This design comes from an exercise in tuning for small area, a short achievable clock period and few clock cycles per item on the open sky130 flow, not from production work.
RTL that was checked went through simulation tests only; none was proved equivalent to the original.
The RTL of run 2 was laid out without a check of its function.
Power is estimated from default activity; no workload was simulated.

`design/flow/design.v`:
```
module cpu_top (
    input  logic        clk,
    input  logic        reset,
    output logic [31:0] instr_addr,
    input  logic [31:0] instr_data,
    output logic        wb_cyc_o,
    output logic        wb_stb_o,
    output logic        wb_we_o,
    output logic [31:0] wb_adr_o,
    output logic [31:0] wb_dat_o,
    input  logic        wb_ack_i,
    input  logic [31:0] wb_dat_i
);
    logic [31:2] pc;
    logic        e_wr, e_ld, e_st;      
    logic        e_sub, e_and, e_or, e_slt, e_isr;
    logic        e_fa, e_fb;            
    logic [4:0]  e_rd;
    logic [31:0] e_a, e_b;
    logic [11:0] e_imm;
    logic        m_wr, m_ld, m_mem, m_st;
    logic [4:0]  m_rd;
    logic [31:0] m_res, m_sd;
    logic [31:0] regs [1:31];
    logic        busy;
    logic [31:0] wd;
    assign busy = m_mem && !wb_ack_i;
    assign wd   = m_ld ? wb_dat_i : m_res;
    assign wb_cyc_o = m_mem;
    assign wb_stb_o = m_mem;
    assign wb_we_o  = m_st;
    assign wb_adr_o = m_res;
    assign wb_dat_o = m_sd;
    always_ff @(posedge clk) begin
        if (m_wr && !busy) regs[m_rd] <= wd;
    end
    logic [31:0] ins;
    logic [6:0]  opc;
    logic [2:0]  f3;
    logic [4:0]  rs1, rs2, rd;
    logic        is_ld, is_st, is_ai, is_r, f3_ok, r_ok, d_wr, d_sub;
    logic [31:0] rv1, rv2;
    assign ins   = instr_data;
    assign opc   = ins[6:0];
    assign f3    = ins[14:12];
    assign rd    = ins[11:7];
    assign rs1   = ins[19:15];
    assign rs2   = ins[24:20];
    assign is_ld = (opc == 7'b0000011);
    assign is_st = (opc == 7'b0100011);
    assign is_ai = (opc == 7'b0010011);
    assign is_r  = (opc == 7'b0110011);
    assign f3_ok = (f3 == 3'b000) || (f3 == 3'b111) || (f3 == 3'b110) || (f3 == 3'b010);
    assign r_ok  = (ins[31:25] == 7'b0000000 && f3_ok) ||
                   (ins[31:25] == 7'b0100000 && f3 == 3'b000);
    assign d_wr  = (is_ld || (is_ai && f3_ok) || (is_r && r_ok)) && (rd != 5'd0);
    assign d_sub = is_r && ins[30];
    function automatic logic [31:0] rf_read(input logic [4:0] a);
        if (a == 5'd0)                rf_read = 32'd0;
        else if (m_wr && m_rd == a)   rf_read = wd;
        else                          rf_read = regs[a];
    endfunction
    assign rv1 = rf_read(rs1);
    assign rv2 = rf_read(rs2);
    always_ff @(posedge clk) begin
        if (reset) begin
            pc   <= '0;
            e_wr <= 1'b0;
            e_ld <= 1'b0;
            e_st <= 1'b0;
        end else if (!busy) begin
            pc   <= pc + 30'd1;
            e_wr <= d_wr;
            e_ld <= is_ld;
            e_st <= is_st;
        end
    end
    always_ff @(posedge clk) begin
        if (!busy) begin
            e_isr <= is_r;
            e_sub <= d_sub || (f3 == 3'b010 && (is_r || is_ai));
            e_and <= (is_r || is_ai) && f3 == 3'b111;
            e_or  <= (is_r || is_ai) && f3 == 3'b110;
            e_slt <= (is_r || is_ai) && f3 == 3'b010;
            e_fa  <= e_wr && e_rd == rs1;
            e_fb  <= e_wr && e_rd == rs2;
            e_rd  <= rd;
            e_a   <= rv1;
            e_b   <= rv2;
            e_imm <= is_st ? {ins[31:25], ins[11:7]} : ins[31:20];
        end
    end
    assign instr_addr = {pc, 2'b00};
    logic [31:0] opa, opr2, opb, opbx, sum, res;
    logic        lt;
    assign opa  = e_fa ? wd : e_a;
    assign opr2 = e_fb ? wd : e_b;
    assign opb  = e_isr ? opr2 : {{20{e_imm[11]}}, e_imm};
    assign opbx = opb ^ {32{e_sub}};
    assign sum  = opa + opbx + {31'd0, e_sub};
    assign lt   = (opa[31] ^ opb[31]) ? opa[31] : sum[31];
    always_comb begin
        if (e_and)      res = opa & opb;
        else if (e_or)  res = opa | opb;
        else if (e_slt) res = {31'd0, lt};
        else            res = sum;
    end
    always_ff @(posedge clk) begin
        if (reset) begin
            m_wr  <= 1'b0;
            m_ld  <= 1'b0;
            m_mem <= 1'b0;
            m_st  <= 1'b0;
        end else if (!busy) begin
            m_wr  <= e_wr;
            m_ld  <= e_ld;
            m_mem <= e_ld || e_st;
            m_st  <= e_st;
        end
    end
    always_ff @(posedge clk) begin
        if (!busy) begin
            m_rd  <= e_rd;
            m_res <= res;
            m_sd  <= opr2;
        end
    end
endmodule
```
`design/flow/run.sh`:
```
#!/bin/bash
# synth_recipe.tcl (not shown) runs the flow's synth.tcl, then flattens the netlist and writes it again
# the make line also repeats each setting of config.mk as NAME=value (left out here)
make -C /OpenROAD-flow-scripts/flow DESIGN_CONFIG=/design/flow/config.mk WORK_HOME=/design/flow/orfs CLKGATE_MAP_FILE= SYNTH_SCRIPT=/design/flow/synth_recipe.tcl finish
```
`design/flow/config.mk`:
```
export PLATFORM = sky130hd
export DESIGN_NAME = cpu_top
export DESIGN_NICKNAME = cpu_top
export VERILOG_FILES = /design/flow/design.v
export SDC_FILE = /design/flow/constraint.sdc
export NUM_CORES = 4
export LEC_CHECK = 0
export CAP_MARGIN = 20
export CORE_MARGIN = 2
export CORE_UTILIZATION = 40
export SLEW_MARGIN = 20
```
`design/flow/constraint.sdc`:
```
create_clock -name core_clock -period 6.5 [get_ports {clk}]
set_input_delay 1.3000 -clock core_clock [delete_from_list [all_inputs] [get_ports {clk}]]
set_output_delay 1.3000 -clock core_clock [all_outputs]
set_load 0.01 [all_outputs]
```
==> results of run 1 <==
==> sequential cells by signal, summed over array words and instances (netlist names), 5 cells and up <==
register,flops
regs,992
e_a,32
e_b,32
m_res,32
m_sd,32
pc,30
e_imm,12
e_rd,5
m_rd,5
==> cell families (layout without fill, tap and decap cells) <==
kind of cell / count (synthesis) / in the layout
AO/OA/AOI/OAI: 642 / 642
XOR/XNOR: 98 / 98
buffers and inverters: 360 / 613
adder cells (fa/ha/maj): 34 / 34
multiplexers: 711 / 711
other: 1 / 4
AND/OR/NAND/NOR: 507 / 507
flip-flops: 1186 / 1186
==> power by group through the flow <==
stage | clock network (mW) | logic (mW) | registers (mW)
after floorplan | 0 | 1.57 | 9.54
after global placement | 0 | 2.77 | 9.56
after detailed placement | 0 | 2.80 | 9.56
after CTS | 6.94 | 2.81 | 9.39
after global routing | 7.20 | 3.10 | 9.41
final | 6.82 | 2.88 | 9.39
==> layout make-up <==
class,instances,share of cell area (%)
clock buffers,143,4.758
repair buffers,290,4.414
well taps,1903,3.619
multi-input cells,1994,32.01
inverters,97,0.5610
diodes,2,0.007607
clock inverters,83,1.061
flip-flops and latches,1186,53.57
==> path summary, 6_finish.rpt <==
check	startpoint	slack [ps]	end	depth (start not counted)
worst max-delay path	m_ld	1540	m_res[29]	14
worst min-delay path	m_st	460	m_st	2
worst max register to register	m_ld	1540	m_res[29]	14
worst min register to register	m_st	460	m_st	2
==> through the flow <==
stage	power, mW	hold slack, ps	cells	area, um^2
after floorplan	11.11	449.2	3540	57460
after global placement	12.33	441.9	5465	61850
after detailed placement	12.36	453.2	5465	61850
after CTS	19.15	461.1	5691	65680
after global routing	19.71	483.1	5696	65790
final	19.09	456.6	5698	65790
==> worst reg2reg max path: stages, from the launching register on <==
cell	delay [ps]
dfxtp_2	590
buf_4	490
mux2i_1	620
a21oi_1	200
mux2i_1	290
xnor2_1	160
ha_1	420
a211oi_1	110
a211oi_1	530
nor3b_1	260
o21a_2	220
o211ai_4	120
a2111oi_4	390
mux2_1	350
nand3_1	80
==> routing by layer <==
metal	vias to the layer above	part of all wire (%)	routed length, um
li1	14790	-	-
met1	18460	41	71110
met2	1534	47	81340
met3	241	8.9	15390
met4	2	2.6	4425
met5	-	0.0075	13
==> cells in the final DEF, fill, tap and decap left out, types with 6 or more instances in the layout <==
cell type,netlist,layout
and3_1,25,25
inv_1,97,91
dfxtp_1,37,36
o31ai_1,6,6
bufinv_16,0,9
nand4_1,13,13
ha_1,33,33
o21a_1,6,6
a211oi_1,166,165
or3_1,14,14
o221ai_1,20,20
nand3b_1,7,7
clkinv_2,0,28
clkinvlp_4,0,7
clkdlybuf4s50_1,0,153
nor4_1,6,6
nor2_1,272,239
mux2_2,38,38
mux2i_1,194,194
o21ai_0,110,110
mux4_2,476,476
xor2_1,35,35
clkbuf_16,0,122
nor3_1,13,10
xnor2_1,63,63
edfxtp_1,1149,1149
nand2_1,87,86
a21o_1,16,16
a31oi_1,10,10
nor2_4,0,32
buf_8,0,6
buf_12,0,20
nand3_1,45,44
buf_4,3,106
a21oi_1,232,232
clkbuf_1,170,20
clkinv_1,0,31
a221oi_1,34,34
==> results.json, run 1 <==
{
  "sw_frac_of_total_pct": 26.52,
  "p_clk_share_pct": 35.7,
  "critPathBufInv": 1,
  "slew_headroom_pct": 22.97,
  "rows": 139,
  "synthSimpleGateAreaFrac_pct": 3.883,
  "grt_setup_unrepaired": "false",
  "grt_use_met1_pct": 32.20,
  "synth_top_cell_area_share_pct": 60.06,
  "clock_sinks": 1186,
  "crit_family": "compound AO/OA/AOI/OAI gates",
  "first_pass_iters": 5,
  "synthTopCellsByArea": "edfxtp_1 60%, mux4_2 19%, mux2i_1 3.4%",
  "syn_inst": 3539,
  "cts_buffers": 119,
  "grt_max_degree": 86,
  "cts-root-buf": "clkbuf_16",
  "grt_pass1_vias": 35280,
  "dp_hpwl_um": 105500,
  "drtIter0Drc": 4141,
  "worstPathArrival_ps": 5580,
  "yosysMostFrequentCell": "edfxtp_1",
  "ys_seq_area_share_pct": 61.35,
  "syn2layout_area_growth_pct": 14.52,
  "ys_types": 70,
  "cts_setup_buffers": 0,
  "critPathRequiredTime_ps": 7120,
  "post-place-ws_ps": 1023,
  "max_stage_delay_ps": 610,
  "combPwrFrac_pct": 15.1,
  "chipHeight_um": 383.0,
  "drive_gt1_share_pct": 23.36,
  "n_fill_cell": 12170,
  "start_util_pct": 40.14,
  "regArea_um2": 35250,
  "cp_max_fo": 24,
  "vdd_drop_max_uv": 206.7,
  "synth_compound_area_share_pct": 7.141,
  "synth_flop_cell": "edfxtp_1",
  "ant_nets": 0,
  "cpMaxStageDelayCell": "mux2i_1",
  "cts_tree": "done",
  "grt_pass1_wl_um": 248800,
  "synth_top_family_by_area": "multiplexers",
  "synth-warning-count": 1,
  "synthMuxAreaShare_pct": 22.87,
  "cts_resized": 0,
  "crit_path_end_kind": "flop",
  "crit_chain": "buf_4 -> mux2i_1 -> a21oi_1 -> mux2i_1 -> xnor2_1 -> ha_1 -> a211oi_1 -> a211oi_1 -> nor3b_1 -> o21a_2 -> o211ai_4 -> a2111oi_4 -> mux2_1 -> nand3_1",
  "yosys.area.top_type": "edfxtp_1",
  "clkLatencyLatePin_ps": 750,
  "layout_min_cycle_time_ps": 4963,
  "tns_ps": 0,
  "clock_path_buffers": 3,
  "drc_errors": 0,
  "internal_power_mw": 14.03,
  "setup_violations": 0,
  "path_clk_slew_ps": 70,
  "ios": 166,
  "multi_input_area_um2": 21060,
  "cts_hold_buf": 0,
  "setup_slack_ps": 1537,
  "synth_xor_xnor_area_share_pct": 1.494,
  "gp_routability_congestion": 0.9251,
  "fin_nets": 3789,
  "worst_slew_pin_slew_ps": 1148,
  "globalRouteTotalUtil_pct": 23.36,
  "seqPwrFrac_pct": 49.2,
  "hold_viol": 0,
  "worstSetupStartpointType": "flop",
  "p_switching_mw": 5.064,
  "status": "complete, no violations",
  "drv_slew": 0,
  "wl_per_cell_um": 30.23,
  "viasPerCell": 6.147,
  "grt.met2_usage_pct": 37.31,
  "antenna_found_initial": 3,
  "p_leak_nw": 21.30,
  "top_usage_layer": "met2",
  "p_per_area_nw_per_um2": 290.2,
  "clock_skew_ps": 22.50,
  "cts-htree-levels": 3,
  "ys_top_cells_by_count": "1,149 x edfxtp_1, 476 x mux4_2, 272 x nor2_1",
  "ys_ff_latch": 1186,
  "syn_avg_cell_area_um2": 16.23,
  "synthAdderAreaFrac_pct": 0.7535,
  "dieWidth_um": 383.0,
  "dr_total_vias": 35030,
  "gr-total-overflow": 0,
  "dieArea_um2": 146700,
  "hold_path.class": "flop to flop",
  "utilization_pct": 45.97,
  "use_met3_pct": 4.981,
  "max-cap-violations": 0,
  "io_buffers": 163,
  "core_area_um2": 143100,
  "routed_wl_um": 172300,
  "synth_edf_count": 1149,
  "period_share_pct": 76.35,
  "crit_type": "flop to flop",
  "synth_area_um2": 57450,
  "async_flop_share_pct": 0,
  "max_freq_mhz": 201.5
}
Testbench counts, summed over its fixed seeds: cycles 8,263, instrs 8,247.
==> inputs of run 2 (changes only) <==
--- a/design/flow/design.v
+++ b/design/flow/design.v
@@ -13,8 +13,11 @@
 );
     logic [31:2] pc;
     logic        e_wr, e_ld, e_st;      
-    logic        e_sub, e_and, e_or, e_slt, e_isr;
-    logic        e_fa, e_fb;            
+    logic        e_sub, e_and, e_or, e_slt;
+    logic        e_far, e_fad, e_fan;   
+    logic        e_fbr, e_fbd, e_fbn;   
+    logic        e_obr, e_obd, e_obn;   
+    logic        e_imb;                 
     logic [4:0]  e_rd;
     logic [31:0] e_a, e_b;
     logic [11:0] e_imm;
@@ -55,13 +58,23 @@
                    (ins[31:25] == 7'b0100000 && f3 == 3'b000);
     assign d_wr  = (is_ld || (is_ai && f3_ok) || (is_r && r_ok)) && (rd != 5'd0);
     assign d_sub = is_r && ins[30];
-    function automatic logic [31:0] rf_read(input logic [4:0] a);
-        if (a == 5'd0)                rf_read = 32'd0;
-        else if (m_wr && m_rd == a)   rf_read = wd;
-        else                          rf_read = regs[a];
-    endfunction
-    assign rv1 = rf_read(rs1);
-    assign rv2 = rf_read(rs2);
+    logic [31:1] oh1, oh2;
+    logic [31:0] mx1, mx2;
+    logic        byp1, byp2;
+    always_comb begin
+        mx1 = '0;
+        mx2 = '0;
+        for (int i = 1; i < 32; i++) begin
+            oh1[i] = (rs1 == 5'(i));
+            oh2[i] = (rs2 == 5'(i));
+            mx1 = mx1 | (regs[i] & {32{oh1[i]}});
+            mx2 = mx2 | (regs[i] & {32{oh2[i]}});
+        end
+    end
+    assign byp1 = m_wr && m_rd == rs1;
+    assign byp2 = m_wr && m_rd == rs2;
+    assign rv1  = byp1 ? wd : mx1;
+    assign rv2  = byp2 ? wd : mx2;
     always_ff @(posedge clk) begin
         if (reset) begin
             pc   <= '0;
@@ -77,13 +90,20 @@
     end
     always_ff @(posedge clk) begin
         if (!busy) begin
-            e_isr <= is_r;
             e_sub <= d_sub || (f3 == 3'b010 && (is_r || is_ai));
             e_and <= (is_r || is_ai) && f3 == 3'b111;
             e_or  <= (is_r || is_ai) && f3 == 3'b110;
             e_slt <= (is_r || is_ai) && f3 == 3'b010;
-            e_fa  <= e_wr && e_rd == rs1;
-            e_fb  <= e_wr && e_rd == rs2;
+            e_far <= e_wr && !e_ld && e_rd == rs1;
+            e_fad <= e_wr &&  e_ld && e_rd == rs1;
+            e_fan <= !(e_wr && e_rd == rs1);
+            e_fbr <= e_wr && !e_ld && e_rd == rs2;
+            e_fbd <= e_wr &&  e_ld && e_rd == rs2;
+            e_fbn <= !(e_wr && e_rd == rs2);
+            e_obr <= is_r && e_wr && !e_ld && e_rd == rs2;
+            e_obd <= is_r && e_wr &&  e_ld && e_rd == rs2;
+            e_obn <= is_r && !(e_wr && e_rd == rs2);
+            e_imb <= !is_r;
             e_rd  <= rd;
             e_a   <= rv1;
             e_b   <= rv2;
@@ -93,9 +113,10 @@
     assign instr_addr = {pc, 2'b00};
     logic [31:0] opa, opr2, opb, opbx, sum, res;
     logic        lt;
-    assign opa  = e_fa ? wd : e_a;
-    assign opr2 = e_fb ? wd : e_b;
-    assign opb  = e_isr ? opr2 : {{20{e_imm[11]}}, e_imm};
+    assign opa  = (m_res & {32{e_far}}) | (wb_dat_i & {32{e_fad}}) | (e_a & {32{e_fan}});
+    assign opr2 = (m_res & {32{e_fbr}}) | (wb_dat_i & {32{e_fbd}}) | (e_b & {32{e_fbn}});
+    assign opb  = (m_res & {32{e_obr}}) | (wb_dat_i & {32{e_obd}}) |
+                  (e_b & {32{e_obn}}) | ({{20{e_imm[11]}}, e_imm} & {32{e_imb}});
     assign opbx = opb ^ {32{e_sub}};
     assign sum  = opa + opbx + {31'd0, e_sub};
     assign lt   = (opa[31] ^ opb[31]) ? opa[31] : sum[31];
==> results.json, run 2 <==
{
  "final_cell_area_um2": 63010,
  "utilization_pct": 47.99,
  "vdd_drop_max_uv": 254.3,
  "grt_pass1_wl_um": 345300,
  "synthTopCellsByArea": "edfxtp_1 66%, a221oi_1 7.7%, a22o_1 7.5%",
  "critPathRequiredTime_ps": 6920,
  "start_util_pct": 40.28,
  "rr_startpoint": "e_imb",
  "slew_headroom_pct": 14.38,
  "path_clk_slew_ps": 60,
  "final_common_cell": "edfxtp_1",
  "status": "complete, no violations",
  "drtIter0Drc": 11970,
  "placement.cell_area_um2": 58670,
  "grt_use_met1_pct": 44.15,
  "hold_viol": 0,
  "p_per_area_nw_per_um2": 316.8,
  "ys_types": 69,
  "final_cell_mix": "1,156 x edfxtp_1, 462 x a221oi_1, 453 x a22o_1",
  "grt_setup_unrepaired": "false",
  "async_flop_share_pct": 0,
  "crit_chain": "clkdlybuf4s50_1 -> nand2_1 -> nor2_4 -> buf_4 -> a221oi_1 -> nand4_1 -> nor3_1 -> a21oi_1",
  "wl_per_cell_um": 43.76,
  "yosysMostFrequentCell": "edfxtp_1",
  "layout_min_cycle_time_ps": 4800,
  "dieWidth_um": 367.6,
  "cp-endpoint": "e_b[15]",
  "setup_violations": 0,
  "dr_total_vias": 45760,
  "chipHeight_um": 367.6,
  "period_share_pct": 73.84,
  "first_pass_iters": 14,
  "cp_max_fo": 17,
  "fin_nets": 4127,
  "grt_pass1_vias": 41620,
  "max_stage_delay_ps": 1040,
  "clock_skew_ps": 39.46,
  "max-cap-violations": 0,
  "cts_resized": 0,
  "regMostFlops": "regs",
  "ff2ff_setup_slack_ps": 1750,
  "worstSetupStartpointType": "primary input",
  "syn_inst": 3739,
  "clkLatencyLatePin_ps": 780,
  "synth_top_cell_area_share_pct": 65.64,
  "routed_wl_um": 258100,
  "reg2regPathDepth": 12,
  "top_usage_layer": "met2",
  "clock_path_buffers": 3,
  "grt_max_degree": 65,
  "clock_sinks": 1193,
  "cpMaxStageDelayCell": "nor2_4",
  "use_met3_pct": 18.11,
  "hold_path.class": "flop to flop",
  "io_buffers": 163,
  "multi_input_area_um2": 16750,
  "globalRouteTotalUtil_pct": 36.86,
  "cts_tree": "done",
  "dp_hpwl_um": 157600,
  "cts-root-buf": "clkbuf_16",
  "p_leak_nw": 20.84,
  "synth_edf_count": 1156,
  "ant_nets": 0,
  "dieArea_um2": 135100,
  "drive_gt1_share_pct": 14.34,
  "gp_routability_congestion": 1.039,
  "worst_slew_pin_slew_ps": 1249,
  "tns_ps": 0,
  "grt.met2_usage_pct": 52.06,
  "drv_slew": 0,
  "rows": 133,
  "crit_type": "primary input to flop",
  "cts_hold_buf": 0,
  "synth_area_um2": 52890,
  "regArea_um2": 35460,
  "ios": 166,
  "antenna_found_initial": 18,
  "cts_buffers": 130,
  "largest_reg_flops": 992,
  "ys_seq_area_share_pct": 67.04,
  "ys_ff_latch": 1193,
  "cts-htree-levels": 4,
  "ys_top_cells_by_count": "1,156 x edfxtp_1, 462 x a221oi_1, 453 x a22o_1",
  "synth-warning-count": 1,
  "synth_flop_cell": "edfxtp_1",
  "crit_path_end_kind": "flop",
  "n_fill_cell": 11180,
  "gr-total-overflow": 0,
  "max_freq_mhz": 208.3,
  "rr_endpoint": "m_res[31]",
  "viasPerCell": 7.760,
  "worstPathArrival_ps": 5220,
  "cts_setup_buffers": 0,
  "syn2layout_area_growth_pct": 19.15,
  "drc_errors": 0,
  "startpoint": "instr_data[23]",
  "yosys.area.top_type": "edfxtp_1",
  "syn_avg_cell_area_um2": 14.15,
  "core_area_um2": 131300
}
[run 2: cell count changes in the layout (fill, tap and decap cells not counted), moves of 71 or more]
| cell | delta |
|---|---|
| a22o_1 | +453 |
| buf_4 | +140 |
| nand2_1 | +71 |
| mux2i_1 | -159 |
| nand4_1 | +132 |
| a21oi_1 | -127 |
| nor2_1 | -157 |
| a222oi_1 | +109 |
| a211oi_1 | -165 |
| mux4_2 | -476 |
| a221oi_1 | +428 |
[run 2: kinds of logic after synthesis]
group | synth area share [%]
adders and majority gates | 0.8186
muxes | 0.7878
buffers and inverters | 2.676
xor gates and xnor gates | 1.490
and+or+nand+nor | 6.515
DFF | 67.04
AOI/OAI and AO/OA | 20.67
other | 0.007090
[run 2: per-layer routing]
| layer | vias to the layer above | share of wire (%) |
|---|---|---|
| li1 | 16550 | - |
| met1 | 21850 | 32 |
| met2 | 5603 | 40 |
| met3 | 1723 | 18 |
| met4 | 28 | 9.1 |
| met5 | - | 0.18 |
[run 2: worst min path at each step]
stage               start  slack (ps)  cells after the start    to
global placement     m_st         450                      2  m_st
global route         m_st         480                      2  m_st
finish               m_st         470                      2  m_st
CTS                  m_st         470                      2  m_st
floorplan            e_st         450                      2  m_st
detailed placement   m_st         460                      2  m_st
[run 2: layout make-up]
class                   count  share of cell area [%]
repair buffers            433                   6.282
clock inverters            77                   1.237
diodes                     14                 0.05560
well taps                1755                   3.485
inverters                  92                  0.5599
clock buffers             157                   5.526
multi-input cells        2176                   26.59
flip-flops and latches   1193                   56.27
[run 2: critical path, delay by kind of cell]
kind                   cells  cell delay [ps]
AO/OA/AOI/OAI              2              890
buffers and inverters      2             1160
AND/OR/NAND/NOR            4             1820
[run 2: power breakdown]
part	internal (mW)	leakage [nW]	switching, mW
registers	9.48	11.0	0.252
logic	0.745	7.77	1.94
clock network	4.30	2.08	3.24
total	14.5	20.8	5.44
[run 2: metrics by stage]
| step | worst slack (ps) | instances | total power [mW] | hold WS, ps |
|---|---|---|---|---|
| final | 1700 | 5897 | 19.96 | 465.7 |
| after detailed placement | 1164 | 5648 | 12.39 | 459.8 |
| after global routing | 1556 | 5884 | 20.34 | 483.5 |
| after global placement | 1021 | 5648 | 12.37 | 450.3 |
| after CTS | 1840 | 5882 | 19.75 | 467.5 |
| after floorplan | 39.23 | 3740 | 11.05 | 449.7 |
==> inputs of run 3 (changes only) <==
--- a/design/flow/design.v
+++ b/design/flow/design.v
@@ -13,7 +13,7 @@
 );
     logic [31:2] pc;
     logic        e_wr, e_ld, e_st;      
-    logic        e_sub, e_and, e_or, e_slt;
+    logic        e_sub, e_add, e_and, e_or, e_slt;
     logic        e_far, e_fad, e_fan;   
     logic        e_fbr, e_fbd, e_fbn;   
     logic        e_obr, e_obd, e_obn;   
@@ -91,6 +91,7 @@
     always_ff @(posedge clk) begin
         if (!busy) begin
             e_sub <= d_sub || (f3 == 3'b010 && (is_r || is_ai));
+            e_add <= !((is_r || is_ai) && (f3 == 3'b111 || f3 == 3'b110 || f3 == 3'b010));
             e_and <= (is_r || is_ai) && f3 == 3'b111;
             e_or  <= (is_r || is_ai) && f3 == 3'b110;
             e_slt <= (is_r || is_ai) && f3 == 3'b010;
@@ -118,14 +119,33 @@
     assign opb  = (m_res & {32{e_obr}}) | (wb_dat_i & {32{e_obd}}) |
                   (e_b & {32{e_obn}}) | ({{20{e_imm[11]}}, e_imm} & {32{e_imb}});
     assign opbx = opb ^ {32{e_sub}};
-    assign sum  = opa + opbx + {31'd0, e_sub};
-    assign lt   = (opa[31] ^ opb[31]) ? opa[31] : sum[31];
+    logic [31:0] g0, p0;
+    logic [31:0] gk [0:5];
+    logic [31:0] pk [0:5];
+    logic [32:0] cy;
+    assign g0 = opa & opbx;
+    assign p0 = opa ^ opbx;
     always_comb begin
-        if (e_and)      res = opa & opb;
-        else if (e_or)  res = opa | opb;
-        else if (e_slt) res = {31'd0, lt};
-        else            res = sum;
+        gk[0] = g0;
+        pk[0] = p0;
+        gk[0][0] = g0[0] | (p0[0] & e_sub);
+        for (int l = 0; l < 5; l++) begin
+            for (int i = 0; i < 32; i++) begin
+                if (i >= (1 << l)) begin
+                    gk[l+1][i] = gk[l][i] | (pk[l][i] & gk[l][i - (1 << l)]);
+                    pk[l+1][i] = pk[l][i] & pk[l][i - (1 << l)];
+                end else begin
+                    gk[l+1][i] = gk[l][i];
+                    pk[l+1][i] = pk[l][i];
+                end
+            end
+        end
+        cy = {gk[5], e_sub};
     end
+    assign sum = p0 ^ cy[31:0];
+    assign lt  = (opa[31] ^ opb[31]) ? opa[31] : sum[31];
+    assign res = (sum & {32{e_add}}) | ((opa & opb) & {32{e_and}}) |
+                 ((opa | opb) & {32{e_or}}) | {31'd0, lt & e_slt};
     always_ff @(posedge clk) begin
         if (reset) begin
             m_wr  <= 1'b0;
--- a/design/flow/config.mk
+++ b/design/flow/config.mk
@@ -5,7 +5,8 @@
 export SDC_FILE = /design/flow/constraint.sdc
 export NUM_CORES = 4
 export LEC_CHECK = 0
-export CAP_MARGIN = 20
+export CAP_MARGIN = 25
 export CORE_MARGIN = 2
 export CORE_UTILIZATION = 40
-export SLEW_MARGIN = 20
+export SETUP_SLACK_MARGIN = 3.0
+export SLEW_MARGIN = 25
==> results.json, run 3 <==
{
  "status": "complete, no violations",
  "p_per_area_nw_per_um2": 301.2,
  "drc_errors": 0,
  "post-place-ws_ps": 1488,
  "start_util_pct": 40.14,
  "globalRouteTotalUtil_pct": 37.48,
  "dieArea_um2": 136400,
  "first_pass_iters": 13,
  "grt_pass1_vias": 43890,
  "final_common_cell": "edfxtp_1",
  "async_flop_share_pct": 0,
  "ys_top_cells_by_count": "1,157 x edfxtp_1, 963 x a22oi_1, 337 x nand2_1",
  "largest_reg_flops": 992,
  "ys_types": 76,
  "synthTopCellsByArea": "edfxtp_1 65%, a22oi_1 14%, nand2_1 2.4%",
  "grt_pass1_wl_um": 355300,
  "crit_family": "compound AO/OA/AOI/OAI gates",
  "drv_slew": 0,
  "ys_ff_latch": 1194,
  "ys_seq_area_share_pct": 66.49,
  "worstPathArrival_ps": 4230,
  "synth-warning-count": 3,
  "startpoint": "wb_dat_i[2]",
  "viasPerCell": 7.395,
  "max_freq_mhz": 268.3,
  "vdd_drop_max_uv": 271.9,
  "worstSetupStartpointType": "primary input",
  "ant_nets": 0,
  "critPathRequiredTime_ps": 7000,
  "cts-htree-levels": 3,
  "gp_routability_congestion": 0.9778,
  "synth_area_um2": 53370,
  "cp_max_fo": 4,
  "cts_hold_buf": 0,
  "hp-start": "m_st",
  "max_stage_delay_ps": 380,
  "rr_startpoint": "e_obr",
  "dr_total_vias": 47390,
  "antenna_found_initial": 12,
  "critPathBufInv": 2,
  "clkLatencyLatePin_ps": 770,
  "drtIter0Drc": 11350,
  "crit_chain": "dlygate4sd2_1 -> a22oi_2 -> nand2_2 -> xor2_1 -> ha_2 -> buf_4 -> and4_1 -> nand4_1 -> o211ai_2 -> a31o_4 -> a211o_4 -> and3_1 -> or3_1",
  "grt_max_degree": 66,
  "core_area_um2": 133000,
  "yosys.area.top_type": "edfxtp_1",
  "drive_gt1_share_pct": 18.15,
  "rows": 134,
  "chipHeight_um": 369.3,
  "syn_inst": 4090,
  "layout_min_cycle_time_ps": 3727,
  "wl_per_cell_um": 41.33,
  "routed_wl_um": 264900,
  "cts-root-buf": "clkbuf_16",
  "tns_ps": 0,
  "p_leak_nw": 22.58,
  "dp.cells": 5922,
  "ios": 166,
  "period_share_pct": 57.34,
  "slew_headroom_pct": 24.26,
  "dp_hpwl_um": 148300,
  "worst_slew_pin_slew_ps": 1105,
  "clock_path_buffers": 3,
  "clock_skew_ps": 31.86,
  "path_clk_slew_ps": 70,
  "synth_top_cell_area_share_pct": 65.10,
  "hold_path.class": "flop to flop",
  "synth_flop_cell": "edfxtp_1",
  "instances_no_fill": 6409,
  "max-cap-violations": 0,
  "io_buffers": 163,
  "hold_viol": 0,
  "cpMaxStageDelayCell": "a211o_4",
  "final_cell_mix": "1,157 x edfxtp_1, 957 x a22oi_1, 330 x nand2_1",
  "crit_path_end_kind": "flop",
  "syn_avg_cell_area_um2": 13.05,
  "fin_nets": 4634,
  "yosysMostFrequentCell": "edfxtp_1",
  "synth_edf_count": 1157,
  "regMostFlops": "regs",
  "crit_type": "primary input to flop",
  "setup_slack_ps": 2773,
  "grt_setup_unrepaired": "true",
  "cts_buffers": 118,
  "gr-total-overflow": 0,
  "clock_sinks": 1194,
  "syn2layout_area_growth_pct": 24.11,
  "n_fill_cell": 11300,
  "cts_tree": "done",
  "dieWidth_um": 369.3,
  "setup_violations": 0
}
-- run 3: cell types whose count changed after synthesis, moves of 50 or more --
cell,delta
a221oi_1,-457
a22o_1,-450
a22oi_1,+903
and3_1,+50
nand2_1,+180
nand3_1,+80
-- run 3: final cells by class --
type                    count  area, um^2  share of cell area (%)
diodes                      8       20.02                 0.03022
clock inverters            82       882.1                   1.332
clock buffers             138        3070                   4.636
well taps                1768        2212                   3.340
flip-flops and latches   1194       35490                   53.58
inverters                  93       356.6                  0.5384
repair buffers            598        6337                   9.568
multi-input cells        2528       17870                   26.98
-- run 3: stage by stage --
stage                     power (mW)  hold slack (ps)  instance area [um^2]  util, %
final                          19.95            473.5                 66230    49.82
after global routing           20.32            509.5                 66220    49.80
after CTS                      19.59            478.3                 65360    49.16
after detailed placement       12.51            471.3                 58850    44.27
after global placement         12.47            458.8                 58730    44.17
after floorplan                11.11            449.7                 53540        -
-- run 3: power breakdown --
| part | internal (mW) | switching, mW | leakage [nW] | total, mW |
|---|---|---|---|---|
| Clock | 3.99 | 3.14 | 1.90 | 7.13 |
| Combinational | 0.925 | 2.10 | 9.67 | 3.03 |
| Sequential | 9.51 | 0.284 | 11.0 | 9.80 |
| Total | 14.4 | 5.52 | 22.6 | 19.9 |
-- run 3: logic make-up after synthesis --
family | count (synthesis) | synth area share [%]
flip-flops | 1194 | 66.49
other | 1 | 0.007027
multiplexers | 41 | 0.7854
adder cells (fa/ha/maj) | 34 | 0.8112
AO/OA/AOI/OAI | 1329 | 18.53
AND/OR/NAND/NOR | 1031 | 9.249
XOR/XNOR | 90 | 1.477
buffers and inverters | 370 | 2.649
-- run 3: worst paths after layout --
| check | end | slack [ps] | cells after the start |
|---|---|---|---|
| max | m_res[27] | 2770 | 13 |
| min | m_st | 470 | 2 |
| min reg2reg | m_st | 470 | 2 |
| max reg2reg | m_res[27] | 2800 | 14 |
-- run 3: timing repair --
| item | in CTS | in global routing |
|---|---|---|
| pin swaps | 94 | 52 |
| buffers inserted | 214 | 41 |
| resized for setup | 113 | 117 |
| gates cloned | 3 | 1 |
| setup endpoints to repair | 884 | 120 |
-- run 3: tightest hold or removal path: stages, from the launching register on --
cell     delay (ps)
dfxtp_1         320
nand2_1          50
a21oi_1          50
-- run 3: layer usage --
metal  global-route usage, %  wire [um]  vias to the layer above  share of wire (%)
met3                   18.29      47820                     1520                 18
met5                  0.2137        267                        -               0.10
met2                   52.60     107000                     5478                 40
met4                   24.65      23010                       24                8.7
met1                   45.45      86740                    22770                 33
li1                        -          -                    17610                  -
Testbench counts of run 3, summed over its fixed seeds: cycles 8,263, instrs 8,247.
==> inputs of run 4 (changes only) <==
--- a/design/flow/config.mk
+++ b/design/flow/config.mk
@@ -7,6 +7,7 @@
 export LEC_CHECK = 0
 export CAP_MARGIN = 25
 export CORE_MARGIN = 2
-export CORE_UTILIZATION = 40
+export CORE_UTILIZATION = 50
+export GPL_ROUTABILITY_DRIVEN = 1
 export SETUP_SLACK_MARGIN = 3.0
 export SLEW_MARGIN = 25
==> results.json, run 4 <==
{
  "crit_chain": "buf_6 -> a22o_1 -> a221oi_4 -> xnor2_2 -> fa_2 -> a21oi_2 -> o211ai_1 -> nand4b_1 -> buf_4 -> a211oi_4 -> buf_6 -> nor3_4 -> o211ai_1 -> or3b_1",
  "ys_types": 76,
  "regMostFlops": "regs",
  "synth_top_cell_area_share_pct": 65.10,
  "crit_family": "compound AO/OA/AOI/OAI gates",
  "synth_flop_cell": "edfxtp_1",
  "cts_tree": "done",
  "cpMaxStageDelayCell": "o211ai_1",
  "dieArea_um2": 109400,
  "setup_violations": 0,
  "critPathBufInv": 3,
  "max_freq_mhz": 269.1,
  "ys_top_cells_by_count": "1,157 x edfxtp_1, 963 x a22oi_1, 337 x nand2_1",
  "cp_max_fo": 6,
  "core_area_um2": 105600,
  "crit_path_end_kind": "flop",
  "status": "complete, no violations",
  "gr-total-overflow": 0,
  "period_share_pct": 57.17,
  "ys_ff_latch": 1194,
  "layout_min_cycle_time_ps": 3716,
  "worst_slew_pin_slew_ps": 1108,
  "worstSetupStartpointType": "primary input",
  "synth_edf_count": 1157,
  "cts_hold_buf": 0,
  "syn2layout_area_growth_pct": 23.74,
  "final_common_cell": "edfxtp_1",
  "wl_per_cell_um": 43.38,
  "ios": 166,
  "gp_routability_congestion": 1.012,
  "n_fill_cell": 7958,
  "p_per_area_nw_per_um2": 305.6,
  "clock_sinks": 1194,
  "critPathRequiredTime_ps": 7000,
  "drc_errors": 0,
  "largest_reg_flops": 992,
  "fin_nets": 4670,
  "dp.cells": 5559,
  "async_flop_share_pct": 0,
  "globalRouteTotalUtil_pct": 47.01,
  "p_leak_nw": 22.89,
  "cts_buffers": 121,
  "worstPathArrival_ps": 4210,
  "clock_path_buffers": 3,
  "grt_pass1_vias": 43450,
  "cts-htree-levels": 3,
  "drtIter0Drc": 12460,
  "io_buffers": 163,
  "start_util_pct": 50.55,
  "final_cell_mix": "1,157 x edfxtp_1, 953 x a22oi_1, 368 x buf_4",
  "cts-root-buf": "clkbuf_16",
  "dieWidth_um": 330.7,
  "clock_skew_ps": 37.57,
  "routed_wl_um": 264000,
  "grt_max_degree": 65,
  "ant_nets": 0,
  "grt_setup_unrepaired": "true",
  "drive_gt1_share_pct": 19.44,
  "drv_slew": 0,
  "path_clk_slew_ps": 70,
  "vdd_drop_max_uv": 248.7,
  "viasPerCell": 7.870,
  "first_pass_iters": 15,
  "chipHeight_um": 330.7,
  "yosysMostFrequentCell": "edfxtp_1",
  "synthTopCellsByArea": "edfxtp_1 65%, a22oi_1 14%, nand2_1 2.4%",
  "slew_headroom_pct": 26.16,
  "hold_viol": 0,
  "max_stage_delay_ps": 500,
  "synth-warning-count": 3,
  "max-cap-violations": 0,
  "ys_seq_area_share_pct": 66.49,
  "instances_no_fill": 6087,
  "antenna_found_initial": 15,
  "hold_path.class": "flop to flop",
  "clkLatencyLatePin_ps": 770,
  "crit_type": "primary input to flop",
  "grt_pass1_wl_um": 351800,
  "dp_hpwl_um": 148300,
  "rows": 119,
  "tns_ps": 0,
  "dr_total_vias": 47910,
  "syn_inst": 4090,
  "syn_avg_cell_area_um2": 13.05,
  "synth_area_um2": 53370,
  "yosys.area.top_type": "edfxtp_1"
}
==> run 4: cell families (layout without fill, tap and decap cells) <==
logic type	Yosys count	count (layout)	synth area share, %
AO/OA/AOI/OAI	1329	1329	18.53
flip-flops	1194	1194	66.49
AND/OR/NAND/NOR	1031	1032	9.249
buffers and inverters	370	955	2.649
XOR/XNOR	90	90	1.477
multiplexers	41	41	0.7854
adder cells (fa/ha/maj)	34	34	0.8112
other	1	21	0.007027
==> run 4: cell type report <==
type | count | area [um^2] | area share [%]
clock inverter | 97 | 1021 | 1.546
clock buffer | 134 | 3119 | 4.724
inverter | 93 | 356.6 | 0.5400
tap | 1391 | 1740 | 2.636
timing repair buffer | 631 | 6324 | 9.576
multi-input combinational | 2528 | 17940 | 27.17
antenna | 19 | 47.55 | 0.07200
sequential | 1194 | 35490 | 53.74
==> run 4: final timing paths <==
path	start	endpoint	slack, ps	cells past startpoint
setup reg to reg	e_obr	m_res[30]	2790	14
hold / removal	m_st	m_st	480	2
hold reg to reg	m_st	m_st	480	2
setup / recovery	wb_dat_i[1]	m_res[30]	2780	14
==> run 4: where the power goes <==
part	leakage (nW)	switching, mW	internal [mW]
clock	1.99	3.22	4.13
sequential	11.0	0.263	9.51
combinational	9.90	2.12	0.940
total	22.9	5.60	14.6
==> run 4: tightest hold or removal path, delay by kind of cell (launching register included) <==
| family | cells | cell delay [ps] |
|---|---|---|
| and+or+nand+nor | 1 | 60 |
| AOI/OAI and AO/OA | 1 | 50 |
| DFF | 1 | 330 |
==> run 4: per-layer routing <==
metal  part of all wire, %  vias to the layer above  wire length, um  global-route usage (%)
met3                    18                     1747            47510                   22.22
met5                  0.24                        -              632                   2.652
li1                      -                    17670                -                       -
met2                    40                     5795           105600                   65.31
met1                    32                    22670            84000                   56.93
met4                    10                       23            26270                   34.06
==> run 4: per-stage QoR <==
stage	instance area [um^2]	hold slack [ps]	utilization (%)	setup slack [ps]	power [mW]
final	66040	483.4	62.55	2784	20.18
after global routing	66000	507.4	62.52	2724	20.56
after CTS	65140	484.7	61.70	2794	19.81
after detailed placement	58140	475.6	55.08	1256	12.47
after global placement	58060	466.8	55.00	1286	12.45
after floorplan	53540	449.7	-	2607	11.11
==> run 4: repair_timing <==
| action | 4_1_cts | 5_1_grt |
|---|---|---|
| endpoints found under the setup margin | 640 | 122 |
| pin swaps | 110 | 57 |
| endpoints found under the hold margin | 0 | 0 |
| buffers inserted | 235 | 39 |
| gates resized for setup | 136 | 110 |
| cloned | 3 | 1 |
==> inputs of run 5 (changes only) <==
--- a/design/flow/config.mk
+++ b/design/flow/config.mk
@@ -8,6 +8,7 @@
 export CAP_MARGIN = 25
 export CORE_MARGIN = 2
 export CORE_UTILIZATION = 50
+export CTS_BUF_LIST = sky130_fd_sc_hd__clkbuf_4 sky130_fd_sc_hd__clkbuf_8
 export GPL_ROUTABILITY_DRIVEN = 1
-export SETUP_SLACK_MARGIN = 3.0
+export SETUP_SLACK_MARGIN = 3.5
 export SLEW_MARGIN = 25
==> results.json, run 5 <==
{
  "ff2ff_setup_slack_ps": 2860,
  "routed_wl_um": 269600,
  "p_per_area_nw_per_um2": 296.7,
  "drtIter0Drc": 12630,
  "vdd_drop_max_uv": 203.1,
  "wl_per_cell_um": 43.09,
  "rows": 119,
  "layout_min_cycle_time_ps": 3644,
  "post-place-ws_ps": 1349,
  "clkLatencyLatePin_ps": 910,
  "yosysMostFrequentCell": "edfxtp_1",
  "cts-htree-levels": 4,
  "io_buffers": 163,
  "ant_nets": 0,
  "period_share_pct": 56.07,
  "dr_total_vias": 48440,
  "setup_violations": 0,
  "clock_path_buffers": 3,
  "n_fill_cell": 8138,
  "cts_tree": "done",
  "placement.cell_area_um2": 58200,
  "hold_viol": 0,
  "start_util_pct": 50.55,
  "drive_gt1_share_pct": 22.88,
  "whs_path_depth": 2,
  "path_clk_slew_ps": 60,
  "ys_types": 76,
  "tns_ps": 0,
  "synthTopCellsByArea": "edfxtp_1 65%, a22oi_1 14%, nand2_1 2.4%",
  "core_area_um2": 105600,
  "globalRouteTotalUtil_pct": 48.13,
  "crit_path_end_kind": "flop",
  "regMostFlops": "regs",
  "synth_edf_count": 1157,
  "grt_pass1_wl_um": 358500,
  "max-cap-violations": 0,
  "critPathRequiredTime_ps": 7150,
  "ys_seq_area_share_pct": 66.49,
  "grt_max_degree": 68,
  "rr_startpoint": "e_obn",
  "hold_path_end": "m_st",
  "chipHeight_um": 330.7,
  "slew_headroom_pct": 18.12,
  "async_flop_share_pct": 0,
  "drc_errors": 0,
  "worstPathArrival_ps": 4300,
  "dieArea_um2": 109400,
  "p_leak_nw": 23.38,
  "grt_pass1_vias": 44490,
  "max_freq_mhz": 274.4,
  "rr_endpoint": "m_res[30]",
  "cts_buffers": 192,
  "antenna_found_initial": 20,
  "hp-start": "m_st",
  "status": "complete, no violations",
  "dieWidth_um": 330.7,
  "clock_sinks": 1194,
  "synth_area_um2": 53370,
  "largest_reg_flops": 992,
  "synth_top_cell_area_share_pct": 65.10,
  "final_cell_area_um2": 66100,
  "fin_nets": 4808,
  "gr-total-overflow": 0,
  "viasPerCell": 7.742,
  "hold_path.class": "flop to flop",
  "synth_flop_cell": "edfxtp_1",
  "final_common_cell": "edfxtp_1",
  "setup_slack_ps": 2856,
  "grt_setup_unrepaired": "true",
  "ios": 166,
  "cp_max_fo": 11,
  "clock_skew_ps": 53.19,
  "yosys.area.top_type": "edfxtp_1",
  "final_cell_mix": "1,157 x edfxtp_1, 953 x a22oi_1, 389 x buf_4",
  "worst_slew_pin_slew_ps": 1194,
  "crit_type": "flop to flop",
  "ys_top_cells_by_count": "1,157 x edfxtp_1, 963 x a22oi_1, 337 x nand2_1",
  "ys_ff_latch": 1194,
  "synth-warning-count": 3,
  "syn_avg_cell_area_um2": 13.05,
  "drv_slew": 0,
  "reg2regPathDepth": 13,
  "worstSetupStartpointType": "flop",
  "cts-root-buf": "clkbuf_8",
  "first_pass_iters": 17,
  "syn_inst": 4090,
  "gp_routability_congestion": 1.014,
  "syn2layout_area_growth_pct": 23.85,
  "dp_hpwl_um": 154300
}
run 5: cell counts after synthesis:
Identical to the previous run, type by type.
run 5: critical path: stages, from the launching register on:
cell      delay [ps]
edfxtp_1         390
buf_6            160
buf_8            160
buf_4            180
a22oi_1          150
nand3_1          180
xor2_1           190
ha_2             410
nand2_1          130
or3_1            480
a211oi_4         340
nor3_2            80
o211ai_1         170
or3b_1           360
run 5: per-stage QoR:
| step | power [mW] | util [%] | cells | hold slack (ps) |
|---|---|---|---|---|
| floorplan | 11.11 | - | 4091 | 449.7 |
| global placement | 12.46 | 55.04 | 5563 | 440.3 |
| detailed placement | 12.49 | 55.14 | 5568 | 447.2 |
| CTS | 19.18 | 61.76 | 6201 | 456.0 |
| global route | 19.99 | 62.59 | 6246 | 474.5 |
| finish | 19.61 | 62.61 | 6256 | 452.8 |
run 5: layout make-up:
| class | count | area (um^2) | area share, % |
|---|---|---|---|
| Antenna cell | 14 | 35.03 | 0.05300 |
| Clock buffer | 253 | 3144 | 4.757 |
| Sequential cell | 1194 | 35490 | 53.70 |
| Multi-Input combinational cell | 2527 | 17990 | 27.21 |
| Timing Repair inverter | 1 | 8.758 | 0.01325 |
| Clock inverter | 85 | 595.6 | 0.9011 |
| Inverter | 93 | 365.4 | 0.5528 |
| Tap cell | 1391 | 1740 | 2.633 |
| Timing Repair Buffer | 698 | 6728 | 10.18 |
run 5: report_power, final:
part | leakage (nW) | total (mW) | internal [mW] | switching [mW]
clock network | 1.97 | 6.54 | 3.42 | 3.12
logic | 10.4 | 3.38 | 1.07 | 2.31
registers | 11.0 | 9.70 | 9.51 | 0.183
total | 23.4 | 19.6 | 14.0 | 5.61
run 5: worst max-delay path by stage:
stage           startpoint        end  depth (start not counted)
2_1_floorplan  wb_dat_i[1]  m_res[30]                         11
3_3_place_gp   wb_dat_i[2]  m_res[30]                         12
3_5_place_dp   wb_dat_i[2]  m_res[30]                         12
4_1_cts              e_obr  m_res[30]                         12
5_1_grt              e_obr  m_res[30]                         14
6_report             e_obn  m_res[30]                         13
run 5: what timing repair did:
action                                  in CTS  in global routing
setup buffers                              295                 38
gates cloned                                 0                  2
endpoints found under the setup margin     776                422
hold buffers                                 0                  0
gates resized for setup                    332                142
pin swaps                                  109                 50
run 5: metal layers:
| layer | vias up | routed length [um] | part of all wire, % | track usage [%] |
|---|---|---|---|---|
| met5 | - | 736 | 0.27 | 1.478 |
| met4 | 37 | 25810 | 9.6 | 34.29 |
| met3 | 1762 | 48460 | 18 | 23.93 |
| met2 | 5685 | 107100 | 40 | 66.40 |
| met1 | 23000 | 87490 | 32 | 58.25 |
| li1 | 17950 | - | - | - |
run 5: logic make-up after synthesis:
| family | Yosys count | share of synthesized area (%) |
|---|---|---|
| xor+xnor | 90 | 1.477 |
| fa+ha+maj | 34 | 0.8112 |
| mux | 41 | 0.7854 |
| flops | 1194 | 66.49 |
| simple gates | 1031 | 9.249 |
| compound gates | 1329 | 18.53 |
| other cells | 1 | 0.007027 |
| buf+inv | 370 | 2.649 |
==> inputs of run 6 (changes only) <==
--- a/design/flow/design.v
+++ b/design/flow/design.v
@@ -144,8 +144,9 @@
     end
     assign sum = p0 ^ cy[31:0];
     assign lt  = (opa[31] ^ opb[31]) ? opa[31] : sum[31];
-    assign res = (sum & {32{e_add}}) | ((opa & opb) & {32{e_and}}) |
-                 ((opa | opb) & {32{e_or}}) | {31'd0, lt & e_slt};
+    logic [31:0] lres;
+    assign lres = ((opa & opb) & {32{e_and}}) | ((opa | opb) & {32{e_or}}) | {31'd0, lt & e_slt};
+    assign res  = e_add ? sum : lres;
     always_ff @(posedge clk) begin
         if (reset) begin
             m_wr  <= 1'b0;
==> results.json, run 6 <==
{
  "yosysMostFrequentCell": "edfxtp_1",
  "n_fill_cell": 7823,
  "hold_viol": 0,
  "largest_reg_flops": 992,
  "async_flop_share_pct": 0,
  "crit_path_end_kind": "flop",
  "setup_slack_ps": 2772,
  "period_share_pct": 57.35,
  "cts_hold_buf": 0,
  "wl_per_cell_um": 45.73,
  "clock_path_buffers": 3,
  "routed_wl_um": 272000,
  "dr_total_vias": 47890,
  "ant_nets": 0,
  "max-cap-violations": 0,
  "antenna_found_initial": 19,
  "dieArea_um2": 108500,
  "synth_area_um2": 52940,
  "max_freq_mhz": 268.2,
  "clock_sinks": 1194,
  "drtIter0Drc": 12330,
  "tns_ps": 0,
  "regMostFlops": "regs",
  "cts-root-buf": "clkbuf_8",
  "clock_skew_ps": 51.37,
  "syn2layout_area_growth_pct": 24.87,
  "ys_top_cells_by_count": "1,157 x edfxtp_1, 340 x a221oi_1, 339 x a22o_1",
  "core_area_um2": 105100,
  "slew_headroom_pct": 21.69,
  "synth_flop_cell": "edfxtp_1",
  "crit_type": "flop to flop",
  "dieWidth_um": 329.4,
  "worstPathArrival_ps": 4350,
  "rows": 119,
  "syn_inst": 3777,
  "cp_max_fo": 5,
  "p_per_area_nw_per_um2": 301.6,
  "clkLatencyLatePin_ps": 920,
  "syn_avg_cell_area_um2": 14.02,
  "synth_edf_count": 1157,
  "post-place-ws_ps": 962.1,
  "grt_max_degree": 71,
  "vdd_drop_max_uv": 212.7,
  "globalRouteTotalUtil_pct": 48.97,
  "grt_pass1_wl_um": 362700,
  "viasPerCell": 8.052,
  "path_clk_slew_ps": 60,
  "path_common_cell": "buf_6",
  "chipHeight_um": 329.4,
  "p_leak_nw": 22.98,
  "setup_violations": 0,
  "cpMaxStageDelayCell": "edfxtp_1",
  "gr-total-overflow": 0,
  "start_util_pct": 50.36,
  "ios": 166,
  "drive_gt1_share_pct": 25.42,
  "cts-htree-levels": 4,
  "ys_types": 67,
  "synthTopCellsByArea": "edfxtp_1 66%, a221oi_1 5.6%, a22o_1 5.6%",
  "cts_tree": "done",
  "ys_ff_latch": 1194,
  "ys_seq_area_share_pct": 67.03,
  "first_pass_iters": 14,
  "max_stage_delay_ps": 430,
  "worst_slew_pin_slew_ps": 1175,
  "synth_top_cell_area_share_pct": 65.63,
  "layout_min_cycle_time_ps": 3728,
  "synth-warning-count": 3,
  "drv_slew": 0,
  "fin_nets": 4490,
  "yosys.area.top_type": "edfxtp_1",
  "crit_chain": "buf_6 -> buf_8 -> buf_12 -> a22oi_2 -> nand3_2 -> xnor2_2 -> ha_4 -> a21o_1 -> a21oi_2 -> o21ai_2 -> a221o_1 -> a41oi_4 -> buf_6 -> buf_4 -> buf_6 -> o311ai_4 -> nor4_2 -> a211oi_2",
  "status": "complete, no violations",
  "grt_setup_unrepaired": "true",
  "dp_hpwl_um": 151700,
  "final_cell_mix": "1,157 x edfxtp_1, 365 x buf_4, 339 x a22o_1",
  "critPathRequiredTime_ps": 7120,
  "io_buffers": 163,
  "gp_routability_congestion": 1.023,
  "hold_path.class": "flop to flop",
  "grt_pass1_vias": 44930,
  "worstSetupStartpointType": "flop",
  "cts_buffers": 192,
  "drc_errors": 0,
  "total_power_mw": 19.94,
  "final_common_cell": "edfxtp_1"
}
==> run 6: cell count changes after synthesis, moves of 35 or more <==
cell      delta
and3_1      -47
a22oi_1    -671
nand2_1    -194
a221oi_1   +335
xnor2_1     +35
a22o_1     +336
==> run 6: final timing paths <==
check        start   endpoint  depth (start not counted)  slack [ps]
max          e_obr  m_res[28]                         18        2770
min           m_st       m_st                          2         460
max reg2reg  e_obr  m_res[28]                         18        2770
min reg2reg   m_st       m_st                          2         460
==> run 6: routing by layer <==
| metal | routed length, um | track usage (%) |
|---|---|---|
| met1 | 87380 | 59.21 |
| met2 | 108500 | 67.91 |
| met3 | 49770 | 24.79 |
| met4 | 25860 | 33.77 |
| met5 | 469 | 1.304 |
==> run 6: critical path, delay by kind of cell (launching register included) <==
kind,cells,cell delay [ps]
AOI/OAI and AO/OA,8,1400
adders and majority gates,1,240
and+or+nand+nor,2,390
DFF,1,430
xor gates and xnor gates,1,230
buffers and inverters,6,760
==> run 6: area by class of cell <==
type | instances | area (um^2) | share of cell area [%]
clock buffer | 251 | 3136 | 4.743
multi-input combinational | 2222 | 17830 | 26.97
inverter | 86 | 341.6 | 0.5167
timing repair buffer | 691 | 6743 | 10.20
clock inverter | 97 | 777.0 | 1.175
sequential | 1194 | 35500 | 53.70
timing repair inverter | 2 | 13.76 | 0.02082
antenna | 13 | 32.53 | 0.04921
tap | 1391 | 1740 | 2.633
==> run 6: per-stage QoR <==
stage	cell area, um^2	utilization, %	hold WS (ps)	instances
floorplan	53170	-	449.7	3778
global placement	58020	55.20	450.1	5273
detailed placement	58110	55.28	453.3	5276
CTS	65100	61.93	455.4	5884
global route	66080	62.86	474.1	5937
finish	66100	62.89	455.1	5947
==> run 6: what timing repair did <==
item / 4_1_cts / 5_1_grt
setup endpoints to repair: 900 / 299
setup buffers: 255 / 47
gates resized for setup: 412 / 141
pin swaps: 119 / 85
endpoints found under the hold margin: 0 / 0
cloned: 5 / 3
==> run 6: cells by family after synthesis <==
family | count (synthesis) | synth area share (%)
compound gates | 1299 | 19.83
buf+inv | 364 | 2.612
flops | 1194 | 67.03
simple gates | 722 | 6.833
other cells | 1 | 0.007084
mux | 69 | 1.316
xor+xnor | 94 | 1.555
fa+ha+maj | 34 | 0.8178
==> run 6: power breakdown <==
group	internal, mW	total (mW)	leakage, nW	switching [mW]
combinational	1.10	3.45	9.91	2.36
clock	3.60	6.78	2.06	3.18
sequential	9.54	9.71	11.0	0.164
Testbench counts of run 6, summed over its fixed seeds: cycles 8,263, instrs 8,247.
==> inputs of run 7 (changes only) <==
--- a/design/flow/config.mk
+++ b/design/flow/config.mk
@@ -10,5 +10,5 @@
 export CORE_UTILIZATION = 50
 export CTS_BUF_LIST = sky130_fd_sc_hd__clkbuf_4 sky130_fd_sc_hd__clkbuf_8
 export GPL_ROUTABILITY_DRIVEN = 1
-export SETUP_SLACK_MARGIN = 3.5
+export SETUP_SLACK_MARGIN = 3.0
 export SLEW_MARGIN = 25
==> results.json, run 7 <==
{
  "synth_top_cell_area_share_pct": 65.63,
  "max-cap-violations": 0,
  "hold_viol": 0,
  "globalRouteTotalUtil_pct": 47.11,
  "ff2ff_setup_slack_ps": 2810,
  "cts_buffers": 193,
  "dieWidth_um": 329.4,
  "setup_violations": 0,
  "hold_path.class": "flop to flop",
  "whs_path_depth": 2,
  "cts_hold_buf": 0,
  "slew_headroom_pct": 23.38,
  "status": "complete, no violations",
  "cp_max_fo": 8,
  "synth_area_um2": 52940,
  "ios": 166,
  "dieArea_um2": 108500,
  "crit_type": "flop to flop",
  "multi_input_area_um2": 17490,
  "wl_per_cell_um": 45.26,
  "tns_ps": 0,
  "clock_path_buffers": 3,
  "synth_edf_count": 1157,
  "gr-total-overflow": 0,
  "max_freq_mhz": 270.9,
  "yosys.area.top_type": "edfxtp_1",
  "rows": 119,
  "rr_startpoint": "e_obr",
  "start_util_pct": 50.36,
  "p_per_area_nw_per_um2": 308.5,
  "chipHeight_um": 329.4,
  "n_fill_cell": 8012,
  "ys_types": 67,
  "internal_power_mw": 14.40,
  "clkLatencyLatePin_ps": 940,
  "clock_skew_ps": 67.47,
  "hp-start": "m_st",
  "ant_nets": 0,
  "combPwrFrac_pct": 15.2,
  "drive_gt1_share_pct": 21.58,
  "regMostFlops": "regs",
  "cts-htree-levels": 4,
  "syn_inst": 3777,
  "dp_hpwl_um": 148600,
  "first_pass_iters": 14,
  "seqPwrFrac_pct": 49.0,
  "core_area_um2": 105100,
  "path_clk_slew_ps": 60,
  "rr_endpoint": "m_res[24]",
  "setup_slack_ps": 2809,
  "post-place-ws_ps": 879.4,
  "drv_slew": 0,
  "p_leak_nw": 21.93,
  "crit_path_end_kind": "flop",
  "grt_pass1_wl_um": 350200,
  "ys_ff_latch": 1194,
  "gp_routability_congestion": 1.033,
  "vdd_drop_max_uv": 224.6,
  "cts-root-buf": "clkbuf_8",
  "worst_slew_pin_slew_ps": 1117,
  "async_flop_share_pct": 0,
  "drtIter0Drc": 12750,
  "synthTopCellsByArea": "edfxtp_1 66%, a221oi_1 5.6%, a22o_1 5.6%",
  "grt_pass1_vias": 43530,
  "yosysMostFrequentCell": "edfxtp_1",
  "critPathRequiredTime_ps": 7130,
  "hold_path_end": "m_st",
  "routed_wl_um": 263200,
  "p_switching_mw": 5.576,
  "ys_seq_area_share_pct": 67.03,
  "grt_max_degree": 66,
  "final_cell_mix": "1,157 x edfxtp_1, 340 x a221oi_1, 339 x a22o_1",
  "largest_reg_flops": 992,
  "grt_setup_unrepaired": "true",
  "p_clk_share_pct": 35.8,
  "fin_nets": 4350,
  "synth_flop_cell": "edfxtp_1",
  "drc_errors": 0,
  "cts_tree": "done",
  "sw_frac_of_total_pct": 27.92,
  "synth-warning-count": 3,
  "layout_min_cycle_time_ps": 3691,
  "syn_avg_cell_area_um2": 14.02,
  "syn2layout_area_growth_pct": 22.27,
  "worstSetupStartpointType": "flop",
  "period_share_pct": 56.78,
  "regArea_um2": 35490,
  "reg2regPathDepth": 15,
  "io_buffers": 163,
  "final_common_cell": "edfxtp_1",
  "worstPathArrival_ps": 4320,
  "viasPerCell": 8.076,
  "ys_top_cells_by_count": "1,157 x edfxtp_1, 340 x a221oi_1, 339 x a22o_1",
  "dr_total_vias": 46970,
  "antenna_found_initial": 22,
  "clock_sinks": 1194
}
[run 7: cell counts after synthesis]
Identical to the previous run, type by type.
[run 7: critical path, cell delays in order (launching register included)]
cell	delay [ps]
edfxtp_1	380
buf_6	170
buf_12	170
a22oi_2	260
nand2_2	130
nor2_2	170
a21oi_2	70
fa_2	380
a21oi_4	150
o211ai_1	190
a31oi_4	360
o21ai_4	110
a41oi_4	210
o21bai_1	130
a2111oi_2	290
and4b_1	240
[run 7: cell type report]
type / instances / area share [%]
multi-input cells: 2220 / 27.03
inverters: 86 / 0.5142
clock inverters: 102 / 1.579
flip-flops and latches: 1194 / 54.82
diodes: 18 / 0.06959
repair buffers: 554 / 8.482
clock buffers: 251 / 4.815
well taps: 1391 / 2.689
[run 7: cells by family (layout without fill, tap and decap cells)]
group / count (synthesis) / after routing / share of synthesized area (%)
flops: 1194 / 1194 / 67.03
xor+xnor: 94 / 94 / 1.555
other cells: 1 / 20 / 0.007084
simple gates: 722 / 722 / 6.833
mux: 69 / 69 / 1.316
buf+inv: 364 / 993 / 2.612
compound gates: 1299 / 1299 / 19.83
fa+ha+maj: 34 / 34 / 0.8178
[run 7: per-stage QoR]
| step | instances | hold WS, ps | utilization, % | area [um^2] | power (mW) |
|---|---|---|---|---|---|
| after global routing | 5808 | 508.3 | 61.56 | 64710 | 20.41 |
| after floorplan | 3778 | 449.7 | - | 53100 | 11.14 |
| after CTS | 5732 | 468.5 | 60.54 | 63640 | 19.61 |
| after detailed placement | 5255 | 459.6 | 55.13 | 57950 | 12.51 |
| final | 5816 | 460.3 | 61.57 | 64730 | 19.97 |
| after global placement | 5250 | 443.2 | 55.04 | 57860 | 12.45 |
[run 7: repair_timing]
action,in CTS,in global routing
pin swaps,60,66
resized for setup,127,100
buffers inserted,121,64
endpoints found under the setup margin,538,144
cloned,3,0
[run 7: worst max-delay path by stage]
| stage | startpoint | endpoint | cells after the start |
|---|---|---|---|
| 2_1_floorplan | wb_dat_i[0] | m_res[24] | 11 |
| 4_1_cts | e_obr | m_res[24] | 14 |
| 3_3_place_gp | wb_dat_i[0] | m_res[24] | 12 |
| 5_1_grt | e_obr | m_res[24] | 15 |
| 6_report | e_obr | m_res[24] | 15 |
| 3_5_place_dp | wb_dat_i[0] | m_res[24] | 12 |
[run 7: metal layers]
layer  GRT usage (%)  up-vias  part of all wire (%)
met4           30.45       19                   9.3
met2           64.99     5830                    40
met1           57.45    22310                    32
met3           24.74     1846                    19
met5           1.609        -                  0.14
li1                -    16970                     -
[run 7: power groups by stage]
stage	clock, mW	combinational, mW	sequential [mW]
2_1_floorplan	0	1.28	9.86
4_1_cts	7.11	2.73	9.77
5_1_grt	7.45	3.15	9.81
3_3_place_gp	0	2.53	9.92
6_report	7.14	3.04	9.79
3_5_place_dp	0	2.58	9.92
==> inputs of run 8 (changes only) <==
--- a/design/flow/config.mk
+++ b/design/flow/config.mk
@@ -7,8 +7,7 @@
 export LEC_CHECK = 0
 export CAP_MARGIN = 25
 export CORE_MARGIN = 2
-export CORE_UTILIZATION = 50
+export CORE_UTILIZATION = 40
 export CTS_BUF_LIST = sky130_fd_sc_hd__clkbuf_4 sky130_fd_sc_hd__clkbuf_8
-export GPL_ROUTABILITY_DRIVEN = 1
-export SETUP_SLACK_MARGIN = 3.0
+export SETUP_SLACK_MARGIN = 3.5
 export SLEW_MARGIN = 25
==> results.json, run 8 <==
{
  "clkLatencyLatePin_ps": 970,
  "status": "complete, no violations",
  "core_area_um2": 131500,
  "max_freq_mhz": 274.2,
  "cp.depth": 14,
  "viasPerCell": 7.505,
  "slew_headroom_pct": 24.81,
  "final_common_cell": "edfxtp_1",
  "start_util_pct": 40.27,
  "period_share_pct": 56.11,
  "wl_met1_um": 85130,
  "async_flop_share_pct": 0,
  "top_layer_used": "met5",
  "crit_chain": "clkdlybuf4s50_1 -> nand2_1 -> nand3_2 -> xnor2_2 -> ha_2 -> a21o_1 -> a21oi_2 -> o21ai_1 -> a221o_1 -> a41oi_4 -> buf_6 -> o31a_1 -> o2111ai_1 -> nor3b_2",
  "syn_avg_cell_area_um2": 14.02,
  "synth_edf_count": 1157,
  "first_pass_iters": 15,
  "ys_top_cells_by_count": "1,157 x edfxtp_1, 340 x a221oi_1, 339 x a22o_1",
  "synth-warning-count": 3,
  "whs_path_depth": 2,
  "clock_skew_ps": 57.85,
  "gp_routability_congestion": 0.9711,
  "synth_top_cell_area_share_pct": 65.63,
  "grt_max_degree": 69,
  "clock_path_buffers": 3,
  "yosys.area.top_type": "edfxtp_1",
  "vdd_drop_max_uv": 216.3,
  "p_leak_nw": 22.64,
  "crit_path_end_kind": "flop",
  "final_cell_mix": "1,157 x edfxtp_1, 371 x buf_4, 339 x a22o_1",
  "cts_buffers": 191,
  "syn_inst": 3777,
  "wl_per_cell_um": 41.44,
  "ys_ff_latch": 1194,
  "synth_flop_cell": "edfxtp_1",
  "wl_met2_um": 103700,
  "io_buffers": 163,
  "routed_wl_um": 260200,
  "p_per_area_nw_per_um2": 300.6,
  "worstPathArrival_ps": 4310,
  "grt_pass1_wl_um": 348700,
  "regMostFlops": "regs",
  "dp_hpwl_um": 147800,
  "critPathRequiredTime_ps": 7170,
  "ys_seq_area_share_pct": 67.03,
  "worstSetupStartpointType": "primary input",
  "grt_pass1_vias": 43520,
  "clock_sinks": 1194,
  "cp_max_fo": 4,
  "wl_met3_um": 47130,
  "drc_errors": 0,
  "antenna_found_initial": 10,
  "ys_types": 67,
  "cts-root-buf": "clkbuf_8",
  "hold_viol": 0,
  "critPathBufInv": 2,
  "fin_nets": 4462,
  "drive_gt1_share_pct": 24.40,
  "largest_reg_flops": 992,
  "synthTopCellsByArea": "edfxtp_1 66%, a221oi_1 5.6%, a22o_1 5.6%",
  "hold_path.class": "flop to flop",
  "cts_hold_buf": 0,
  "ant_nets": 0,
  "grt_setup_unrepaired": "true",
  "reg2regPathDepth": 16,
  "crit_type": "primary input to flop",
  "setup_violations": 0,
  "path_clk_slew_ps": 60,
  "crit_family": "compound AO/OA/AOI/OAI gates",
  "ios": 166,
  "rows": 133,
  "max_stage_delay_ps": 490,
  "synth_area_um2": 52940,
  "layout_min_cycle_time_ps": 3647,
  "yosysMostFrequentCell": "edfxtp_1",
  "cts-htree-levels": 4,
  "cts_tree": "done",
  "drtIter0Drc": 11880,
  "tns_ps": 0,
  "chipHeight_um": 367.8,
  "dr_total_vias": 47130,
  "utilization_pct": 50.24,
  "worst_slew_pin_slew_ps": 1096,
  "syn2layout_area_growth_pct": 24.77,
  "cpMaxStageDelayCell": "clkdlybuf4s50_1",
  "drv_slew": 0,
  "gr-total-overflow": 0,
  "dieWidth_um": 367.8,
  "globalRouteTotalUtil_pct": 36.88,
  "max-cap-violations": 0,
  "dieArea_um2": 135300
}
## run 8: where the power goes
part	leakage [nW]	total, mW	internal [mW]	switching [mW]
clock	2.03	6.75	3.59	3.17
sequential	11.0	9.71	9.54	0.172
combinational	9.60	3.40	1.08	2.32
## run 8: repair_timing
item / in CTS / in global routing
gates cloned: 3 / 7
pin swaps: 93 / 76
setup endpoints to repair: 1146 / 444
resized for setup: 373 / 126
hold endpoints to repair: 0 / 0
setup buffers: 214 / 74
## run 8: cell type report
cell class / instances / area (um^2)
Sequential cell: 1194 / 35500
Antenna cell: 13 / 32.53
Inverter: 86 / 365.4
Timing Repair Buffer: 660 / 6315
Clock buffer: 255 / 3147
Timing Repair inverter: 8 / 58.81
Tap cell: 1755 / 2196
Clock inverter: 89 / 725.7
Multi-Input combinational cell: 2220 / 17720
Fill cell: 11090 / 65410
## run 8: cells by family after synthesis
logic type / share of synthesized area [%]
and+or+nand+nor: 6.833
other: 0.007084
muxes: 1.316
DFF: 67.03
buffers and inverters: 2.612
AOI/OAI and AO/OA: 19.83
xor gates and xnor gates: 1.555
adders and majority gates: 0.8178
## run 8: final timing paths
path	start	endpoint	slack [ps]
max	wb_dat_i[18]	m_res[30]	2850
min	m_st	m_st	460
max reg2reg	e_obr	m_res[30]	2860
min reg2reg	m_st	m_st	460
## run 8: metrics by stage
| stage | worst slack [ps] | hold slack (ps) | power (mW) | cell area (um^2) | instances |
|---|---|---|---|---|---|
| 5_1_grt | 2764 | 478.6 | 20.25 | 66030 | 6271 |
| 6_report | 2853 | 456.9 | 19.86 | 66050 | 6280 |
| 3_5_place_dp | 942.0 | 451.8 | 12.48 | 58500 | 5625 |
| 4_1_cts | 2912 | 457.7 | 19.35 | 64960 | 6186 |
| 2_1_floorplan | 2367 | 449.7 | 11.14 | 53170 | 3778 |
| 3_3_place_gp | 999.5 | 445.2 | 12.44 | 58410 | 5621 |
## run 8: worst reg2reg max path, stage by stage (launching register included)
cell       delay [ps]
edfxtp_1          370
buf_6             170
buf_12            170
a22oi_2           210
nand2_2           140
nor2_4            130
a21oi_4            50
fa_2              410
a21oi_2           160
o211ai_1          200
a31oi_4           370
o21ai_4           100
a41oi_4           240
buf_6             140
o31a_1            220
o2111ai_1         110
nor3b_2           190
## run 8: layer usage
layer	GRT usage (%)	vias up
met1	44.14	22540
met2	51.47	5631
met4	24.22	14
li1	-	17200
met5	0.6054	-
met3	19.28	1745

Check on run 8: ideal ports give 2.853 ns setup slack; a clkbuf_16 on the clock port and buf_2 on the inputs give 2.857 ns; moving port delays by the midpoint clock arrival (1.008 ns) as well gives 1.881 ns.
